Background: an optimization exercise with open tools, aiming at small area and a short achievable clock period. Do not read the settings as production practice. RTL that was checked went through simulation tests only; none was proved equivalent to the original. Power figures rest on the tool's default switching activity, not on a simulated workload.

## conv_top
module conv_top (
	input  logic    clk,
	input  logic    rst_n,
	input  logic    filter_valid,
	input  logic    image_valid,
	input  conv_pkg::sample_t in_data,
	output logic    out_valid,
	output conv_pkg::result_t out_data
);
clock: 4.5 ns
lec_check: 0
abc_clock_period_in_ps: 2150
cap_margin: 20
core_margin: 2
core_utilization: 40
cts_buf_list: sky130_fd_sc_hd__clkbuf_16
cts_cluster_diameter: 150
cts_cluster_size: 25
setup_slack_margin: 2.35
slew_margin: 20
synth_hierarchical: 1
run.sh (not shown) runs the stock make flow with config.mk's settings and CLKGATE_MAP_FILE= SYNTH_SCRIPT=/design/flow/synth_recipe.tcl, a recipe that flattens the netlist after the stock synthesis.
The baseline finished with timing, DRC and antenna clean.
Edit:
ABC_CLOCK_PERIOD_IN_PS = 2400   (was 2150)
SETUP_SLACK_MARGIN = 2.1   (was 2.35)
Outcome:
- The changed run completed without violations
- cell count fell by a few percent
- clock-buffer cell count does not change
- die area stays the same
- synthesized area stays the same
- combinational power goes down by roughly a tenth
- power came out lower by a few percent

* * *

== amber ==
conv_top, a different RTL version from the one above (not shown whole).
Size: ~1,100 cells after synthesis, ~25 I/O pins.
clock: 4.5 ns
lec_check: 0
abc_clock_period_in_ps: 1950
cap_margin: 20
core_margin: 2
core_utilization: 40
cts_buf_list: sky130_fd_sc_hd__clkbuf_16
cts_cluster_diameter: 150
cts_cluster_size: 25
setup_slack_margin: 2.55
slew_margin: 20
synth_hierarchical: 1
No stage failed in amber, and the final checks on the layout all came back clean.
### amber -> pepper
--- a/flow/config.mk
+++ b/flow/config.mk
@@ -6,5 +6,5 @@
 export NUM_CORES = 4
 export LEC_CHECK = 0
-export ABC_CLOCK_PERIOD_IN_PS = 1950
+export ABC_CLOCK_PERIOD_IN_PS = 2050
 export CAP_MARGIN = 20
 export CORE_MARGIN = 2
@@ -13,5 +13,5 @@
 export CTS_CLUSTER_DIAMETER = 150
 export CTS_CLUSTER_SIZE = 25
-export SETUP_SLACK_MARGIN = 2.55
+export SETUP_SLACK_MARGIN = 2.45
 export SLEW_MARGIN = 20
 export SYNTH_HIERARCHICAL = 1
Findings:
- Changes observed in pepper relative to amber: clock power share rose by 0.4 points; total power draw fell by 3.6%; area added between synthesis and finish fell by 3.7 points.
- Per the comparison of pepper with amber, global placer's final weighted congestion -2.2%; cell area -about 3.2%; switching power share of the total ~0 delta.

* * *

Setup of run a:
conv_top, a different RTL version from the one above (not shown whole).
Size: roughly 1100 cells after synthesis, about 25 I/O pins, about 17000 um2 of cells after synthesis.
clock: 4.5 ns
lec_check: 0
abc_clock_period_in_ps: 2050
cap_margin: 20
core_margin: 2
core_utilization: 40
cts_buf_list: sky130_fd_sc_hd__clkbuf_16
cts_cluster_diameter: 150
cts_cluster_size: 25
setup_slack_margin: 2.5
slew_margin: 20
synth_hierarchical: 1
Inputs modified between run a and run b:
- SETUP_SLACK_MARGIN changed from 2.5 to 2.55
- CORE_UTILIZATION changed from 40 to 50
==> summary.txt <==
- Run b | status: complete | timing, DRC, antenna: pass
- Fmax | run b vs run a | run b faster
- In the metrics for run b and run a, the one carrying the higher total routing resource utilization after global routing is run b.
- Portion of total power attributed to combinational logic: run b vs run a up 0.5 points
- Internal power summed over all cells on run b is behind run a.
- Comparing the two runs side by side, run b comes out ahead of run a on final critical delay including setup and external delays.
- Diff run a -> run b: slack of the critical path has increased; HPWL after detailed placement rose by 0.38%.

* * *

conv_top, a different RTL version from the one above (not shown whole).
Size in the first run: about 25 I/O pins, about 17000 um^2 of cells after synthesis.
Settings: LEC_CHECK=0, ABC_CLOCK_PERIOD_IN_PS=2050, CAP_MARGIN=20, CORE_MARGIN=2, CORE_UTILIZATION=40, CTS_BUF_LIST=sky130_fd_sc_hd__clkbuf_16, CTS_CLUSTER_DIAMETER=150, CTS_CLUSTER_SIZE=25, SETUP_SLACK_MARGIN=2.45, SLEW_MARGIN=20, SYNTH_HIERARCHICAL=1; clock period 4.5 ns.
The baseline completed with no timing, DRC or antenna violations.
Next try:
Settings changed: SETUP_SLACK_MARGIN 2.45 to 2.55.
Result: Hold slack loses 8.7 ps. Combinational power went up by 8.0%. Final cell count came out higher by 3.5%. Area after synthesis does not change. Critical path depth does not change. Fmax went up by 2.8%. Total power went up by 3.9%. Setup slack is better by 54 ps.
Function was not checked in any run of this note: the RTL went through the layout flow alone.

* * *

Another version of the RTL of conv_top (not shown whole).
For scale: about 1100 cells after synthesis, roughly 25 I/O pins.
==> flow/config.mk <==
export PLATFORM = sky130hd
export DESIGN_NAME = conv_top
export DESIGN_NICKNAME = conv_top
export VERILOG_FILES = /design/flow/design.v
export SDC_FILE = /design/flow/constraint.sdc
export NUM_CORES = 4
export LEC_CHECK = 0
export ABC_CLOCK_PERIOD_IN_PS = 2300
export CAP_MARGIN = 20
export CORE_MARGIN = 2
export CORE_UTILIZATION = 40
export CTS_BUF_LIST = sky130_fd_sc_hd__clkbuf_16
export CTS_CLUSTER_DIAMETER = 150
export CTS_CLUSTER_SIZE = 25
export SETUP_SLACK_MARGIN = 2.2
export SLEW_MARGIN = 20
export SYNTH_HIERARCHICAL = 1
==> flow/constraint.sdc <==
create_clock -name core_clock -period 4.5 [get_ports {clk}]
set_input_delay 0.9000 -clock core_clock [delete_from_list [all_inputs] [get_ports {clk}]]
set_output_delay 0.9000 -clock core_clock [all_outputs]
set_load 0.01 [all_outputs]
Edit:
- CORE_UTILIZATION: 40 -> 65
Effect:
- The changed run completed without violations
- routed wire length rose by about 1.1%
- fmax fell by about 1.2%
- worst hold slack gets worse by 0.0044 ns
- cell area fell by about 1.4%
Edit:
- CORE_UTILIZATION: 65 -> 40
- CTS_BUF_LIST: sky130_fd_sc_hd__clkbuf_16 -> sky130_fd_sc_hd__clkbuf_4 sky130_fd_sc_hd__clkbuf_8
- CTS_CLUSTER_DIAMETER: 150 -> unset
- CTS_CLUSTER_SIZE: 25 -> 30
After rerunning: The changed run completed without violations; final area goes up by about 6%; routed wire length rose by 2.8%; register-to-register slack gets better by 0.06 ns; non-clock buffer count decreases by 7; first-iteration DRC count came out lower by 3.6%; area after synthesis stays the same; final cell count is higher by 22%; power goes up by about 10%; synthesized cell count does not change.
Edit:
- CTS_BUF_LIST: sky130_fd_sc_hd__clkbuf_4 sky130_fd_sc_hd__clkbuf_8 -> unset
- CTS_CLUSTER_SIZE: 30 -> unset
Outcome:
- The new run went through all stages and came out clean
- sequential power barely changes
- worst setup slack degrades by 0.057 ns
- cell count fell by a few percent
- wire length fell slightly
- final area rose slightly
- utilization rose by 0.25 points
- synthesized area stays the same
- total power rose slightly

port drivers added, routing unchanged:
Ports are ideal in the flow. The routed layouts listed here were re-timed in OpenROAD. Step 1 assumes that a clkbuf_16 drives the clock port and a buf_2 every other input. Step 2 adds t to the input delays and takes it off the output delays; t is the mean of the earliest and latest rising clock arrival at the registers after step 1. Input paths then give back, and output paths get back, about the clock's delay inside the block. Slacks: no drivers / after step 1 / after step 2; pairs: no drivers / after step 1.
run	t, ns	setup slack, ns	hold WS [ns]	cell pins on the clock port's net
the first run of note 1	0.593	2.280 / 2.280 / 1.845	0.335 / 0.335 / 0.335	1
the second run of note 1	0.593	2.154 / 2.141 / 1.728	0.334 / 0.334 / 0.334	1
amber	0.573	2.528 / 2.503 / 2.167	0.334 / 0.334 / 0.334	1
pepper	0.577	2.485 / 2.443 / 2.161	0.329 / 0.329 / 0.329	1
run a	0.601	2.541 / 2.506 / 1.965	0.338 / 0.338 / 0.338	1
run b	0.577	2.568 / 2.517 / 2.060	0.338 / 0.338 / 0.338	1
the first run of note 4	0.573	2.491 / 2.449 / 1.977	0.336 / 0.336 / 0.336	1
the second run of note 4	0.578	2.545 / 2.518 / 2.025	0.328 / 0.328 / 0.328	1
the first run of note 5	0.589	2.113 / 2.113 / 1.661	0.336 / 0.336 / 0.336	1
the second run of note 5	0.571	2.083 / 2.083 / 1.650	0.332 / 0.332 / 0.332	1
the third run of note 5	0.656	2.144 / 2.144 / 1.600	0.319 / 0.319 / 0.319	1
the fourth run of note 5	0.629	2.088 / 2.088 / 1.712	0.325 / 0.325 / 0.325	1
After both steps every run listed still meets setup and hold. The setup slack of run a, which loses most, moves by -0.035 ns with the drivers and by -0.576 ns with both steps.
